This design comes from an exercise in tuning for small area on the open sky130 flow, not from production work. In this exercise RTL edits were held to simulation tests only and were not proved equivalent to the original. Power figures rest on the tool's default switching activity, not on a simulated workload.

==> flow/design.v <==
`default_nettype none
package calcPkg;
	localparam int OperandWidth = 8;
	localparam int ResultWidth = 16;  
	localparam int OperandDigits = 3;
	localparam int ProductDigits = 5;
	localparam int SumDigits = 3;  
	typedef logic [OperandWidth-1:0] operand_t;
	typedef logic [ResultWidth-1:0] result_t;
	typedef logic [3:0] digit_t;
	typedef enum logic [1:0] {
		opAdd,
		opSub,
		opMul
	} opCode_t;
endpackage
`default_nettype wire
`default_nettype none
package lcdPkg;
	typedef logic [7:0] lcdByte_t;
	localparam lcdByte_t CmdFunctionSet = 8'h38;  
	localparam lcdByte_t CmdDisplayOn = 8'h0C;
	localparam lcdByte_t CmdClear = 8'h01;
	localparam lcdByte_t CmdEntryMode = 8'h06;  
	localparam lcdByte_t CmdLine2 = 8'hC0;
	localparam lcdByte_t CharZero = 8'd48;
	localparam lcdByte_t CharMinus = 8'd45;
	localparam lcdByte_t CharPlus = 8'd43;
	localparam lcdByte_t CharTimes = 8'd42;
	localparam lcdByte_t CharSpace = 8'd32;
endpackage
`default_nettype wire
`default_nettype none
module lcdCalcTop #(
	parameter int PowerUpCycles = 2250,
	parameter int StepCycles = 250,
	parameter int PulseCycles = 125
) (
	input logic clk,
	input logic flag_rst,
	input logic [7:0] operandA,
	input logic [7:0] operandB,
	input logic signA,
	input logic signB,
	input logic keyAdd,
	input logic keySub,
	input logic keyMul,
	input logic keyEquals,
	output logic lcdEn,
	output logic lcdRs,
	output logic [7:0] lcdData
);
	localparam int FrameLen = StepCycles + PulseCycles + 3;
	localparam logic [8:0] FrameLast = 9'(FrameLen - 1);
	localparam logic [8:0] EnRise = 9'(StepCycles + 1);
	localparam logic [8:0] EnFall = 9'(StepCycles + PulseCycles + 1);
	localparam logic [8:0] PowerStart = 9'(6 * FrameLen - PowerUpCycles);
	localparam logic [1:0] LineInit = 2'd0;
	localparam logic [1:0] LineOps = 2'd1;
	localparam logic [1:0] LineResult = 2'd2;
	logic [3:0] keys;
	logic [3:0] kp;  
	logic [3:0] rise;
	logic opRise;
	logic act;  
	logic [8:0] c;
	logic [3:0] pos;
	logic [1:0] line;
	logic opSeen;
	logic isMul;
	logic isSub;
	logic sA;
	logic sB;
	logic [7:0] A;
	logic [7:0] B;
	logic [15:0] W;
	logic [3:0] r;
	logic nz;  
	logic d76;  
	logic [5:0] d50;
	logic cZero;
	logic cLast;
	logic last;
	logic idleNext;
	logic acceptOp;
	logic acceptEq;
	logic skip;
	logic realByte;
	logic ge;
	logic diff;
	logic rneg;
	logic [7:0] entry;
	assign keys = {keyEquals, keyMul, keySub, keyAdd};
	assign rise = keys & ~kp;
	assign opRise = |rise[2:0];
	assign cZero = (c == 9'd0);
	assign cLast = (c == FrameLast);
	always_comb begin
		case (line)
			LineInit: last = (pos == 4'd9);
			LineOps: last = (pos == 4'd11);
			default: last = (pos == (isMul ? 4'd6 : 4'd4));
		endcase
	end
	assign idleNext = !act || (cLast && last);
	assign acceptOp = idleNext && opRise;
	assign acceptEq = idleNext && !opRise && rise[3] && opSeen;
	assign ge = (A >= B);
	assign diff = sA ^ sB ^ isSub;
	assign rneg = nz && (isMul ? (sA ^ sB) : (ge ? sA : (sB ^ isSub)));
	assign skip = (line == LineOps && pos == 4'd1 && !sA)
		|| (line == LineOps && pos == 4'd8 && !sB)
		|| (line == LineResult && pos == 4'd1 && !rneg);
	assign realByte = !(line == LineInit && pos < 4'd6);
	always_comb begin
		entry = {4'h3, r};
		case (line)
			LineInit: begin
				case (pos)
					4'd6: entry = 8'h38;
					4'd7: entry = 8'h0C;
					4'd8: entry = 8'h01;
					default: entry = 8'h06;
				endcase
			end
			LineOps: begin
				case (pos)
					4'd0: entry = 8'h01;
					4'd1, 4'd8: entry = 8'h2D;
					4'd5, 4'd7: entry = 8'h20;
					4'd6: entry = isMul ? 8'h2A : (isSub ? 8'h2D : 8'h2B);
					default: ;
				endcase
			end
			default: begin
				if (pos == 4'd0) begin
					entry = 8'hC0;
				end else if (pos == 4'd1) begin
					entry = 8'h2D;
				end
			end
		endcase
	end
	assign lcdData = {d76, d76, d50};
	assign lcdRs = d50[5] && (line != LineInit);
	always_ff @(posedge clk) begin
		if (flag_rst) begin
			kp <= 4'hF;
		end else begin
			kp <= keys;
		end
	end
	always_ff @(posedge clk) begin
		if (flag_rst) begin
			act <= 1'b1;
			c <= PowerStart;
			pos <= 4'd0;
			line <= LineInit;
			opSeen <= 1'b0;
			lcdEn <= 1'b0;
			d76 <= 1'b0;
			d50 <= 6'd0;
		end else begin
			if (acceptOp || acceptEq) begin
				act <= 1'b1;
				c <= 9'd511;
				pos <= 4'd0;
				line <= acceptOp ? LineOps : LineResult;
				if (acceptOp) begin
					opSeen <= 1'b1;
					isMul <= rise[2];
					isSub <= !rise[2] && rise[1];
				end
			end else begin
				if (cLast || (act && cZero && skip)) begin
					c <= 9'd0;
				end else begin
					c <= c + 9'd1;
				end
				if (act && ((cZero && skip) || (cLast && !last))) begin
					pos <= pos + 4'd1;
				end
				if (act && cLast && last) begin
					act <= 1'b0;
				end
			end
			if (act && realByte) begin
				if (c == 9'd1) begin
					d76 <= entry[7];
					d50 <= entry[5:0];
				end
				if (c == EnRise) begin
					lcdEn <= 1'b1;
				end
			end
			if (c == EnFall) begin
				lcdEn <= 1'b0;
			end
		end
	end
	always_ff @(posedge clk) begin
		if (c[8] && c[7] && line == LineOps) begin
			A <= operandA;
			B <= operandB;
			sA <= signA;
			sB <= signB;
		end
	end
	logic aDisp;
	logic bDisp;
	logic rMul;
	logic rAdd;
	logic [2:0] k;
	logic clearW;
	logic stepW;
	logic passW;
	logic passOn;
	logic bbit;
	logic inj;
	logic addEn;
	logic cin;
	logic supp8;
	logic [8:0] lowSum;
	logic [7:0] highSum;
	logic sbit;
	logic [3:0] rp;
	logic q;
	logic [2:0] rHigh;
	assign aDisp = (line == LineOps) && (pos < 4'd4);
	assign bDisp = (line == LineOps) && (pos >= 4'd4);
	assign rMul = (line == LineResult) && isMul;
	assign rAdd = (line == LineResult) && !isMul;
	always_comb begin
		if (line == LineOps) begin
			case (pos)
				4'd2, 4'd9: k = 3'd1;
				4'd3, 4'd10: k = 3'd0;
				default: k = 3'd2;
			endcase
		end else begin
			case (pos)
				4'd0, 4'd1: k = isMul ? 3'd4 : 3'd2;
				4'd2: k = isMul ? 3'd3 : 3'd1;
				4'd3: k = isMul ? 3'd2 : 3'd0;
				4'd4: k = 3'd1;
				default: k = 3'd0;
			endcase
		end
	end
	assign clearW = (c[8:3] == 6'b001101) || (c[8:3] == 6'b001110);
	assign stepW = (c[8:3] == 6'b001111);
	assign passW = (c[8:7] == 2'b01);
	assign passOn = passW && (c[6:4] <= k);
	assign bbit = B[~c[2:0]];
	assign addEn = stepW && (rMul ? bbit : ((c[2:0] == 3'd7) && (aDisp || rAdd)));
	assign cin = stepW && (c[2:0] == 3'd7) && rAdd && diff && ge;
	assign supp8 = rAdd && diff;
	assign sbit = W[15] ^ (rAdd && diff && !ge && c[6:4] == 3'd0 && c[3]);
	assign rp = (c[3:0] == 4'd0) ? 4'd0 : r;
	assign q = rp[3] || (rp[2] && (rp[1] || rp[0]));
	always_comb begin
		case (rp)
			4'd5: rHigh = 3'd0;
			4'd6: rHigh = 3'd1;
			4'd7: rHigh = 3'd2;
			4'd8: rHigh = 3'd3;
			4'd9: rHigh = 3'd4;
			default: rHigh = rp[2:0];
		endcase
	end
	always_comb begin
		if (stepW) begin
			inj = (bDisp || rAdd) && (bbit ^ (rAdd && diff));
		end else if (passW) begin
			inj = q;
		end else begin
			inj = 1'b0;
		end
	end
	assign lowSum = {1'b0, W[6:0], inj} + {1'b0, addEn ? A : 8'd0} + {8'd0, cin};
	assign highSum = W[14:7] + {7'd0, lowSum[8] && !supp8};
	always_ff @(posedge clk) begin
		W <= {highSum, lowSum[7:0]};
	end
	always_ff @(posedge clk) begin
		if (passOn) begin
			r <= {rHigh, sbit};
		end
		if (passW && c[6:4] == 3'd0) begin
			nz <= ((c[3:0] == 4'd0) ? 1'b0 : nz) | sbit;
		end
	end
endmodule
`default_nettype wire
==> flow/run.sh <==
#!/bin/bash
# synth_recipe.tcl (not shown) runs the flow's synth.tcl, then flattens the netlist and writes it again
# the make line also repeats each setting of config.mk as NAME=value (left out here)
make -C /OpenROAD-flow-scripts/flow DESIGN_CONFIG=/design/flow/config.mk WORK_HOME=/design/flow/orfs CLKGATE_MAP_FILE= SYNTH_SCRIPT=/design/flow/synth_recipe.tcl finish
==> flow/config.mk <==
export PLATFORM = sky130hd
export DESIGN_NAME = lcdCalcTop
export DESIGN_NICKNAME = lcdCalcTop
export VERILOG_FILES = /design/flow/design.v
export SDC_FILE = /design/flow/constraint.sdc
export NUM_CORES = 4
export LEC_CHECK = 0
export CAP_MARGIN = 20
export CORE_MARGIN = 2
export CORE_UTILIZATION = 40
export PLACE_DENSITY = 0.6
export SLEW_MARGIN = 20
==> flow/constraint.sdc <==
create_clock -name core_clock -period 25.0 [get_ports {clk}]
set_input_delay 5.0000 -clock core_clock [delete_from_list [all_inputs] [get_ports {clk}]]
set_output_delay 5.0000 -clock core_clock [all_outputs]
set_load 0.01 [all_outputs]
==> results of run 1 <==
[cell usage after synthesis (10+ instances only)]
| cell | count |
|---|---|
| o21ai_0 | 14 |
| ha_1 | 28 |
| a21oi_1 | 36 |
| inv_1 | 27 |
| nand2_1 | 25 |
| edfxtp_1 | 25 |
| nand3_1 | 13 |
| dfxtp_1 | 45 |
| xor2_1 | 10 |
| xnor2_1 | 16 |
| nor2_1 | 28 |
[flip-flops by register name, indices dropped and copies added (netlist names), 2 cells and up]
register,count
r,4
kp,4
W,16
B,8
c,9
d50,6
line,2
pos,4
A,8
[worst register-to-register path: stages (launching register included)]
cell and delay [ps]:
dfxtp_1 510, mux4_2 550, mux2i_1 290, nand4b_1 120
and3_1 310, nand2_1 130, fa_1 170, inv_1 60
fa_1 400, a21o_1 190, a21oi_1 260, o21bai_1 110
a21oi_1 240, o21bai_1 100, a21oi_1 140, nor2_1 50
ha_1 230, ha_1 200, and3_1 180, nand3_1 100
xnor2_1 120
[stage by stage]
step	setup slack (ps)	hold WS, ps
2_1_floorplan	18610	412.9
6_report	17990	436.3
3_5_place_dp	18040	422.9
4_1_cts	17980	443.0
3_3_place_gp	18080	432.7
5_1_grt	17880	467.4
[logic make-up after synthesis]
| logic type | synth area share (%) |
|---|---|
| compound gates | 17.09 |
| xor+xnor | 5.686 |
| fa+ha+maj | 9.747 |
| buf+inv | 4.998 |
| flops | 41.24 |
| mux | 1.624 |
| simple gates | 19.62 |
[per-layer routing]
| metal | part of all wire, % | routed length, um |
|---|---|---|
| met5 | 0 | 0 |
| met4 | 1.6 | 139 |
| met3 | 4.0 | 343 |
| met2 | 47 | 3993 |
| met1 | 48 | 4055 |
[worst paths after layout]
check        cells past startpoint  slack, ps     to
min reg2reg                      1        440  W[15]
max reg2reg                     20      20450  W[14]
max                              3      17990  lcdRs
min                              1        440  W[15]
[power by group]
part           internal (uW)  total, uW  switching [uW]
sequential               119        120            1.63
combinational           6.21       10.2            3.96
clock                   46.3       89.3            43.0
[area by class of cell]
cell class | instances | area, sq um | share of cell area [%]
multi-input cells | 298 | 2153 | 46.89
flip-flops and latches | 70 | 1652 | 35.97
repair buffers | 33 | 330.3 | 7.193
well taps | 133 | 166.4 | 3.624
clock buffers | 12 | 135.1 | 2.943
inverters | 28 | 105.1 | 2.289
clock inverters | 4 | 50.05 | 1.090
==> summary.txt, run 1 <==
CTS tree built; largest cells by area after synthesis dfxtp_1, edfxtp_1, ha_1; asr flop ratio synth 0%; Worst R2R Start c[0]; final net count 494; fin crit share 28.04%; Pleak 0.001818 uW; Critical Path Start line[1]; CTS resizes 0; synthesized area per cell 9.674 sq um; global placement routability congestion 0.8835; commonest non-fill, non-tap cells in the layout dfxtp_1, a21oi_1, clkdlybuf4s50_1; status complete, no violations; clock slew at reported path FFs 80 ps; Die X 104.1 um; Tot Pwr 219.7 uW; met1 usage 21.68%; Worst-Margin Slew 799.1 ps; Design Area, Final 4592 sq um; critical path endpoint category output pin; # port buffers 33; first-pass GRT wire length 14590 um; vias post-DR 3087; post-synthesis sequential area ratio 41.24%; io pins 34; die area 10830 sq um; H-tree Lvls 3; crit path cell chain or2_2 > and2_1 > clkdlybuf4s50_1; Antenna Violating Nets Remaining 0; Final Util 47.20%; Yosys top cell by area dfxtp_1; post-synthesis register bit count 70; number of flops mapped to enable cells by yosys 25; Filler Cell Count 963; clock root buffer clkbuf_8; final WL 8531 um; Clock Sinks 70; min Tclk post-route 7010 ps; Initial Utilization 41.17%; Final Slew Violations 0; CP delay by family, top flip-flops; Post-CTS Hold Fix Bufs 0; gr ovfl total 0; vias in the first global route 3036; Residual DRC 0; clk_skew 13.74 ps; DPL Wire Length 6349 um; Most used DFF post-synth dfxtp_1; met3 Use GR 3.509%; row count 36; crit path DAT 2010 ps; crit path max fanout 16; layout cells sized above 1 7.865%; fmax 142.6 MHz; number of post-CTS setup repair buffers 0; Slew headroom 46.73%; Startpoint Class register; Max VDD drop 23.95 uV; mean routed wirelength per cell 14.76 um; RSZ-0062 raised after global routing no; critical path's largest stage delay 730 ps; syn_nets 468; final hold vios 0; DR vias/cell 5.341; diodes inserted 0; power per cell area 47.85 nW/um^2; initial antenna violation count 0; placed cell area 4407 sq um; hold path start W[14]; critical path's slowest cell dfxtp_1; most common cell after layout, fill and taps aside dfxtp_1; maxcap violations 0; Gate Count Post-Synth 414; cts bufs inserted 9; Finished Layout Cells 578; Setup Crit Path Kind register to output pin; DRT Pass-1 Iters 4; final setup vio count 0; Cell variety after synth 68; DRT iter0 DRCs 143; worst path bufs/invs 1; gr usage total 16.71%; Top Usage Layer GRT met2; Inst Count DP 562; Fin Setup TNS 0 ps; met2 Usage GRT 27.68%; DIE HEIGHT 104.1 um; area grow syn2layout 14.65%; share of the synthesized area in the top cell type 22.49%; Clock Latency Late Sink 350 ps; Hold Path Class register to register; Core ar. 9729 sq um; Synth Warn # 1; clock buffer depth 2; largest net degree at the start of global routing 23; CP Data Required Time 20000 ps; mapped cell area 4005 sq um
==> run 2: changes to the inputs <==
--- a/flow/design.v
+++ b/flow/design.v
@@ -86,7 +86,7 @@
 	logic acceptEq;
 	logic skip;
 	logic realByte;
-	logic ge;
+	logic gt;  
 	logic diff;
 	logic rneg;
 	logic [7:0] entry;
@@ -105,9 +105,8 @@
 	assign idleNext = !act || (cLast && last);
 	assign acceptOp = idleNext && opRise;
 	assign acceptEq = idleNext && !opRise && rise[3] && opSeen;
-	assign ge = (A >= B);
 	assign diff = sA ^ sB ^ isSub;
-	assign rneg = nz && (isMul ? (sA ^ sB) : (ge ? sA : (sB ^ isSub)));
+	assign rneg = nz && (isMul ? (sA ^ sB) : (gt ? sA : (sB ^ isSub)));
 	assign skip = (line == LineOps && pos == 4'd1 && !sA)
 		|| (line == LineOps && pos == 4'd8 && !sB)
 		|| (line == LineResult && pos == 4'd1 && !rneg);
@@ -212,16 +211,17 @@
 	logic rAdd;
 	logic [2:0] k;
 	logic clearW;
-	logic stepW;
+	logic loadW;
+	logic turnW;
 	logic passW;
 	logic passOn;
+	logic step;
 	logic bbit;
 	logic inj;
 	logic addEn;
-	logic cin;
-	logic supp8;
-	logic [8:0] lowSum;
-	logic [7:0] highSum;
+	logic [7:0] addend;
+	logic [8:0] carry;
+	logic [7:0] lowSum;
 	logic sbit;
 	logic [3:0] rp;
 	logic q;
@@ -247,15 +247,36 @@
 			endcase
 		end
 	end
-	assign clearW = (c[8:3] == 6'b001101) || (c[8:3] == 6'b001110);
-	assign stepW = (c[8:3] == 6'b001111);
-	assign passW = (c[8:7] == 2'b01);
+	assign clearW = (c[8:4] == 5'b00111) || (c[8:3] == 6'b010000);
+	assign loadW = (c[8:3] == 6'b010001);
+	assign turnW = (c[8:7] == 2'b01) && !clearW && !loadW;
+	assign passW = (c[8:7] == 2'b10);
 	assign passOn = passW && (c[6:4] <= k);
+	assign step = (c[8:7] == 2'b01) && c[3] && (c[2:0] == ~c[6:4]);
 	assign bbit = B[~c[2:0]];
-	assign addEn = stepW && (rMul ? bbit : ((c[2:0] == 3'd7) && (aDisp || rAdd)));
-	assign cin = stepW && (c[2:0] == 3'd7) && rAdd && diff && ge;
-	assign supp8 = rAdd && diff;
-	assign sbit = W[15] ^ (rAdd && diff && !ge && c[6:4] == 3'd0 && c[3]);
+	assign addEn = step && (rMul ? bbit : ((c[6:4] == 3'd0) && (aDisp || rAdd)));
+	assign addend = addEn ? A : 8'd0;
+	always_comb begin
+		if (loadW) begin
+			inj = (bDisp || rAdd) && (bbit ^ (rAdd && diff));
+		end else if (turnW) begin
+			inj = W[15];
+		end else if (passW) begin
+			inj = q;
+		end else begin
+			inj = 1'b0;
+		end
+	end
+	assign carry[0] = (c[8:0] == 9'd159) && rAdd && diff && gt;
+	always_comb begin
+		for (int i = 0; i < 8; i++) begin
+			logic x;
+			x = (i == 0) ? inj : W[i-1];
+			lowSum[i] = x ^ addend[i] ^ carry[i];
+			carry[i+1] = (x & addend[i]) | (x & carry[i]) | (addend[i] & carry[i]);
+		end
+	end
+	assign sbit = W[15] ^ (rAdd && diff && !gt && c[6:4] == 3'd0 && c[3]);
 	assign rp = (c[3:0] == 4'd0) ? 4'd0 : r;
 	assign q = rp[3] || (rp[2] && (rp[1] || rp[0]));
 	always_comb begin
@@ -268,21 +289,13 @@
 			default: rHigh = rp[2:0];
 		endcase
 	end
-	always_comb begin
-		if (stepW) begin
-			inj = (bDisp || rAdd) && (bbit ^ (rAdd && diff));
-		end else if (passW) begin
-			inj = q;
-		end else begin
-			inj = 1'b0;
-		end
-	end
-	assign lowSum = {1'b0, W[6:0], inj} + {1'b0, addEn ? A : 8'd0} + {8'd0, cin};
-	assign highSum = W[14:7] + {7'd0, lowSum[8] && !supp8};
 	always_ff @(posedge clk) begin
-		W <= {highSum, lowSum[7:0]};
+		W <= {W[14:8], W[7] | (carry[8] && !(rAdd && diff)), lowSum};
 	end
 	always_ff @(posedge clk) begin
+		if (step && c[6:4] == 3'd0) begin
+			gt <= carry[8];
+		end
 		if (passOn) begin
 			r <= {rHigh, sbit};
 		end
--- a/flow/config.mk
+++ b/flow/config.mk
@@ -5,8 +5,11 @@
 export SDC_FILE = /design/flow/constraint.sdc
 export NUM_CORES = 4
 export LEC_CHECK = 0
+export ABC_AREA = 1
 export CAP_MARGIN = 20
 export CORE_MARGIN = 2
 export CORE_UTILIZATION = 40
+export CTS_CLUSTER_DIAMETER = 500
+export CTS_CLUSTER_SIZE = 100
 export PLACE_DENSITY = 0.6
 export SLEW_MARGIN = 20
==> run 2 against run 1 <==
Net effect: still clean on timing, DRC and antenna; clock-buffer cell count decreased by 3; core utilization rose by 1.5 points; register-to-register slack got worse by 310 ps; die area decreased by 7.9%; maximum frequency rose by 4.5%; first-iteration DRC count rose by 4.9%; wire length is 8.1% lower; sequential cell count increased by 1; critical path type unchanged; largest power group unchanged.
==> summary.txt, run 2 <==
Yosys top cell by area dfxtp_1 (unchanged); Slew headroom 63.88% (was 46.73%); post-synthesis sequential area ratio 45.71% (was 41.24%); status complete, no violations (unchanged); # port buffers 33 (unchanged); Pleak 0.001848 uW (was 0.001818 uW); row count 34 (was 36); Post-CTS Hold Fix Bufs 0 (unchanged); Gate Count Post-Synth 445 (was 414); clock root buffer clkbuf_8 (unchanged); area grow syn2layout 16.67% (was 14.65%); Hold Path Class register to register (unchanged); H-tree Lvls 3 (unchanged); mapped cell area 3679 sq um (was 4005 sq um); CTS resizes 0 (unchanged); share of the synthesized area in the top cell type 24.49% (was 22.49%); crit path max fanout 9 (was 16); Most used DFF post-synth dfxtp_1 (unchanged); vias in the first global route 2958 (was 3036); DRT Pass-1 Iters 4 (unchanged); die area 9979 sq um (was 10830 sq um); Clock Sinks 71 (was 70); DRT iter0 DRCs 150 (was 143); crit path cell chain nor2_2 > nor2_1 > clkdlybuf4s50_1 (was or2_2 > and2_1 > clkdlybuf4s50_1); number of flops mapped to enable cells by yosys 26 (was 25); Final Slew Violations 0 (unchanged); initial antenna violation count 0 (unchanged); Initial Utilization 41.77% (was 41.17%); Largest regs W (16), c (9) (unchanged); worst path bufs/invs 1 (unchanged); CTS tree built (unchanged); syn_nets 487 (was 468); mean routed wirelength per cell 13.15 um (was 14.76 um); RSZ-0062 raised after global routing no (unchanged); global placement routability congestion 0.8459 (was 0.8835); Residual DRC 0 (unchanged); io pins 34 (unchanged); max FFs per register 16 (unchanged); critical path's largest stage delay 570 ps (was 730 ps); clock slew at reported path FFs 80 ps (about the same); most common cell after layout, fill and taps aside nand2_1 (was dfxtp_1); first-pass GRT wire length 13660 um (was 14590 um); gr usage total 17.46% (was 16.71%); clock buffer depth 2 (unchanged); layout cells sized above 1 9.016% (was 7.865%); vias post-DR 2996 (was 3087); maxcap violations 0 (unchanged); crit path DAT 1710 ps (was 2010 ps); most common cell in the netlist nand2_1 (was dfxtp_1); cts bufs inserted 9 (unchanged); fin crit share 26.83% (was 28.04%); final hold vios 0 (unchanged); CP Data Required Time 20000 ps (about the same); Synth Warn # 1 (unchanged); largest net degree at the start of global routing 19 (was 23); power per cell area 51.52 nW/um^2 (was 47.85 nW/um^2); Final Util 48.74% (was 47.20%); largest cells by area after synthesis dfxtp_1, edfxtp_1, nand2_1 (was dfxtp_1, edfxtp_1, ha_1); final net count 525 (was 494); Die X 99.90 um (was 104.1 um); synthesized area per cell 8.266 sq um (was 9.674 sq um); clk_skew 10.75 ps (was 13.74 ps); largest register by flop count W (unchanged); final WL 7838 um (was 8531 um); number of post-CTS setup repair buffers 0 (unchanged); Antenna Violating Nets Remaining 0 (unchanged); DIE HEIGHT 99.90 um (was 104.1 um); DPL Wire Length 5861 um (was 6349 um); final setup vio count 0 (unchanged); CP delay by family, top flip-flops (unchanged); DR vias/cell 5.027 (was 5.341); Worst-Margin Slew 541.8 ps (was 799.1 ps); Core ar. 8806 sq um (was 9729 sq um); fmax 149.1 MHz (was 142.6 MHz); Startpoint Class register (unchanged); commonest cells in the netlist nand2_1, inv_1, nor2_1, dfxtp_1, a21oi_1 (was dfxtp_1, a21oi_1, ha_1, nor2_1, inv_1); Max VDD drop 24.15 uV (was 23.95 uV); gr ovfl total 0 (unchanged); diodes inserted 0 (unchanged); Clock Latency Late Sink 360 ps (was 350 ps); Cell variety after synth 36 (was 68); post-synthesis register bit count 71 (was 70); critical path endpoint category output pin (unchanged); Fin Setup TNS 0 ps (unchanged); critical path's slowest cell dfxtp_1 (unchanged); min Tclk post-route 6706 ps (was 7010 ps); asr flop ratio synth 0% (unchanged); Setup Crit Path Kind register to output pin (unchanged); commonest non-fill, non-tap cells in the layout nand2_1, inv_1, nor2_1 (was dfxtp_1, a21oi_1, clkdlybuf4s50_1)
run 2: worst paths after layout:
kind / cells past startpoint / to / from / slack [ps]
max: 3 / lcdRs / line[1] / 18290
min: 0 / W[11] / W[10] / 330
max reg2reg: 21 / W[7] / c[0] / 20140
min reg2reg: 0 / W[11] / W[10] / 330
run 2: through the flow:
stage | instance area (sq um) | power [uW] | hold WS, ps | worst slack, ps | instances
floorplan | 3679 | 130.9 | 309.6 | 19120 | 445
global placement | 4110 | 136.2 | 313.3 | 18250 | 580
detailed placement | 4110 | 136.3 | 312.1 | 18150 | 580
CTS | 4292 | 223.8 | 333.7 | 18270 | 596
global route | 4292 | 231.1 | 344.5 | 18220 | 596
finish | 4292 | 221.1 | 332.0 | 18290 | 596
run 2: worst reg2reg max path, cell delays in order, from the launching register on:
cell and delay [ps]:
dfxtp_1 400, inv_1 190, ha_1 210, nand2_1 220
nand2_1 180, nand2_1 100, nand2_1 90, a21oi_1 90
nor2_1 100, o21ai_0 90, inv_1 80, fa_1 170
inv_1 50, fa_1 370, fa_1 390, fa_1 390
fa_1 410, fa_1 410, fa_1 370, inv_1 70
fa_1 400, inv_1 50
run 2: layout make-up:
class                   instances  area, sq um
clock buffers                   9        123.9
clock inverters                 7        57.56
fillers                       876         4514
inverters                      69        259.0
multi-input cells             298         1697
flip-flops and latches         71         1682
well taps                     108        135.1
repair buffers                 34        337.8
run 2: cells by family after synthesis:
group / synth area share (%)
and+or+nand+nor: 26.33
buffers and inverters: 8.299
adders and majority gates: 7.755
xor gates and xnor gates: 2.619
DFF: 45.71
AOI/OAI and AO/OA: 9.286
run 2: power by group:
group | internal (uW) | switching [uW] | total, uW
Clock | 37.8 | 49.7 | 87.5
Sequential | 120 | 1.54 | 122
Combinational | 5.93 | 5.77 | 11.7
Total | 164 | 57.0 | 221
run 2: metal layers:
layer / global-route usage (%) / vias to the layer above / part of all wire, %
met5: 0 / - / 0
met2: 28.79 / 68 / 47
met4: 8.535 / 0 / 2.1
li1: - / 1517 / -
met1: 21.74 / 1390 / 46
met3: 3.830 / 21 / 4.3
==> run 3: changes to the inputs <==
==> flow/config.mk (replaced) <==
export PLATFORM = sky130hd
export DESIGN_NAME = lcdCalcTop
export DESIGN_NICKNAME = lcdCalcTop
export VERILOG_FILES = /design/flow/design.v
export SDC_FILE = /design/flow/constraint.sdc
export NUM_CORES = 4
export LEC_CHECK = 0
export CAP_MARGIN = 20
export CORE_MARGIN = 2
export CORE_UTILIZATION = 40
export PLACE_DENSITY = 0.6
export SLEW_MARGIN = 20
==> run 3 against run 2 <==
Net effect: still clean; wire length rose by 9.6%; critical path depth did not move; register-to-register slack got worse by 470 ps; sequential power barely moved; non-clock buffer count did not move; largest cell class unchanged; highest routed layer unchanged.
==> summary.txt, run 3 <==
diodes inserted 0 (unchanged); crit path DAT 2060 ps (was 1710 ps); status complete, no violations (unchanged); Most used DFF post-synth dfxtp_1 (unchanged); DRT iter0 DRCs 183 (was 150); gr ovfl total 0 (unchanged); DR vias/cell 5.576 (was 5.027); mean routed wirelength per cell 16.72 um (was 13.15 um); Finished Layout Cells 514 (was 596); io pins 34 (unchanged); largest register by flop count W (unchanged); Yosys top cell by area dfxtp_1 (unchanged); row count 35 (was 34); critical path's slowest cell dfxtp_1 (unchanged); largest net degree at the start of global routing 21 (was 19); cts bufs inserted 9 (unchanged); initial antenna violation count 0 (unchanged); Die X 100.8 um (was 99.90 um); crit path max fanout 16 (was 9); Hold Path Class register to register (unchanged); mapped cell area 3746 sq um (was 3679 sq um); Initial Utilization 40.93% (was 41.77%); area grow syn2layout 14.93% (was 16.67%); CP Data Required Time 20000 ps (about the same); RSZ-0062 raised after global routing no (unchanged); most common cell in the netlist dfxtp_1 (was nand2_1); Largest regs W (16), c (9) (unchanged); clock root buffer clkbuf_8 (unchanged); max FFs per register 16 (unchanged); final hold vios 0 (unchanged); critical path endpoint category output pin (unchanged); Gate Count Post-Synth 376 (was 445); Setup Crit Path Kind register to output pin (unchanged); Clock Sinks 71 (unchanged); gr usage total 18.10% (was 17.46%); number of flops mapped to enable cells by yosys 26 (unchanged); clk_skew 11.83 ps (was 10.75 ps); # port buffers 33 (unchanged); Filler Cell Count 900 (was 876); Inst Count DP 498 (was 580); commonest cells in the netlist dfxtp_1, edfxtp_1, inv_1, nor2_1, o21ai_0 (was nand2_1, inv_1, nor2_1, dfxtp_1, a21oi_1); fmax 141.6 MHz (was 149.1 MHz); CTS resizes 0 (unchanged); Slew headroom 39.21% (was 63.88%); Final Slew Violations 0 (unchanged); Startpoint Class register (unchanged); Fin Setup TNS 0 ps (unchanged); clock buffer depth 2 (unchanged); Pleak 0.001593 uW (was 0.001848 uW); Final Util 47.04% (was 48.74%); CTS tree built (unchanged); power per cell area 52.35 nW/um^2 (was 51.52 nW/um^2); DPL Wire Length 6220 um (was 5861 um); number of post-CTS setup repair buffers 0 (unchanged); min Tclk post-route 7064 ps (was 6706 ps); layout cells sized above 1 8.189% (was 9.016%); post-synthesis sequential area ratio 44.89% (was 45.71%); Clock Latency Late Sink 360 ps (about the same); area of the multi-input gates 1876 sq um (was 1697 sq um); Post-CTS Hold Fix Bufs 0 (unchanged); H-tree Lvls 3 (unchanged); global placement routability congestion 0.8962 (was 0.8459); dpl ws 17670 ps (was 18150 ps); clock slew at reported path FFs 90 ps (was 80 ps); share of the synthesized area in the top cell type 24.05% (was 24.49%); asr flop ratio synth 0% (unchanged); first-pass GRT wire length 14130 um (was 13660 um); vias in the first global route 2795 (was 2958); die area 10160 sq um (was 9979 sq um); synthesized area per cell 9.963 sq um (was 8.266 sq um); final net count 440 (was 525); Synth Warn # 1 (unchanged); Cell variety after synth 60 (was 36); critical path's largest stage delay 740 ps (was 570 ps); Residual DRC 0 (unchanged); crit path cell chain or2_2 > and2_1 > clkdlybuf4s50_1 (was nor2_2 > nor2_1 > clkdlybuf4s50_1); maxcap violations 0 (unchanged); Final WS setup 17940 ps (was 18290 ps); post-synthesis register bit count 71 (unchanged); Core ar. 9153 sq um (was 8806 sq um); Max VDD drop 25.25 uV (was 24.15 uV); DIE HEIGHT 100.8 um (was 99.90 um); largest cells by area after synthesis dfxtp_1, edfxtp_1, fa_1 (was dfxtp_1, edfxtp_1, nand2_1); vias post-DR 2866 (was 2996); Worst-Margin Slew 905.7 ps (was 541.8 ps); fin crit share 28.25% (was 26.83%); Antenna Violating Nets Remaining 0 (unchanged); syn_nets 418 (was 487); final setup vio count 0 (unchanged); final WL 8594 um (was 7838 um); DRT Pass-1 Iters 4 (unchanged); FF+latch area 1682 sq um (unchanged); most common cell after layout, fill and taps aside dfxtp_1 (was nand2_1); commonest non-fill, non-tap cells in the layout dfxtp_1, clkdlybuf4s50_1, edfxtp_1 (was nand2_1, inv_1, nor2_1)
[run 3: cell count changes after synthesis, sizes merged, moves of 9 or more]
cell,before,now
nor2b,0,11
clkbuf,2,19
nand2b,0,9
nand2,91,19
xnor2,0,9
nor2,58,21
nand3,32,16
a21oi,30,17
inv,69,21
[run 3: final timing paths]
check | from | end | slack, ps | depth (start not counted)
max | line[1] | lcdRs | 17940 | 3
min | W[12] | W[13] | 330 | 0
max reg2reg | line[1] | gt | 19670 | 16
min reg2reg | W[12] | W[13] | 330 | 0
[run 3: critical path: cells and delay by family, from the launching register on]
family	cells	cell delay (ps)
flops	1	740
buf+inv	1	530
simple gates	2	440
[run 3: metal layers]
layer / vias up / track usage [%] / share of wire (%)
met2: 73 / 29.38 / 48
met4: 0 / 6.428 / 1.3
li1: 1401 / - / -
met5: - / 0 / 0
met3: 10 / 2.774 / 4.7
met1: 1382 / 24.62 / 46
[run 3: report_power, final]
part / total, uW / switching (uW) / internal, uW / leakage [uW]
sequential: 122 / 1.90 / 120 / 0.000602
clock: 92.6 / 53.3 / 39.4 / 0.000101
combinational: 10.5 / 4.10 / 6.40 / 0.000891
[run 3: cell type report]
| cell class | instances | area share [%] |
|---|---|---|
| inverters | 21 | 1.831 |
| multi-input cells | 261 | 43.56 |
| repair buffers | 34 | 7.847 |
| clock buffers | 9 | 2.877 |
| clock inverters | 7 | 1.598 |
| well taps | 111 | 3.226 |
| flip-flops and latches | 71 | 39.06 |
[run 3: per-stage QoR]
| step | hold WS (ps) | instance area, sq um | total power (uW) |
|---|---|---|---|
| final | 333.5 | 4305 | 225.4 |
| after global routing | 337.9 | 4305 | 234.0 |
| after CTS | 338.2 | 4305 | 227.6 |
| after detailed placement | 316.7 | 4113 | 135.4 |
| after global placement | 310.8 | 4113 | 135.3 |
| after floorplan | 309.6 | 3746 | 129.9 |
[run 3: cell families (layout without fill, tap and decap cells)]
family          Yosys count  after routing  synth area share, %
compound gates           90             90                16.10
xor+xnor                 16             16                4.108
fa+ha+maj                18             18                7.615
buf+inv                  44             71                5.043
flops                    71             71                44.89
mux                       8              8                2.806
simple gates            129            129                19.44

## afterwards: timing with drivers on the ports
The results above use ideal ports. As a check the final layouts listed here were re-extracted and re-timed, cells and wires unchanged.
Step 1 sets driving cells, clkbuf_16 on the clock port and buf_2 on the other inputs (assumed; they add their load-dependent delay and slew).
Step 2 adds t to the input delays and takes it off the output delays; t is the mean of the earliest and latest rising clock arrival at the registers after step 1. Input paths then give back, and output paths get back, about the clock's delay inside the block.
Three values: ideal, step 1, step 2; two values: the first two.
run	t, ns	setup slack, ns	worst slew at a driven data input, ns
run 1	0.375	17.990 / 17.958 / 18.037	0.03
run 2	0.382	18.294 / 18.263 / 18.221	0.03
run 3	0.384	17.936 / 17.906 / 17.663	0.03
After both steps setup and hold are still met in every run listed. For run 3, which loses most, drivers alone change the setup slack by -0.030 ns; drivers and shift together by -0.273 ns.
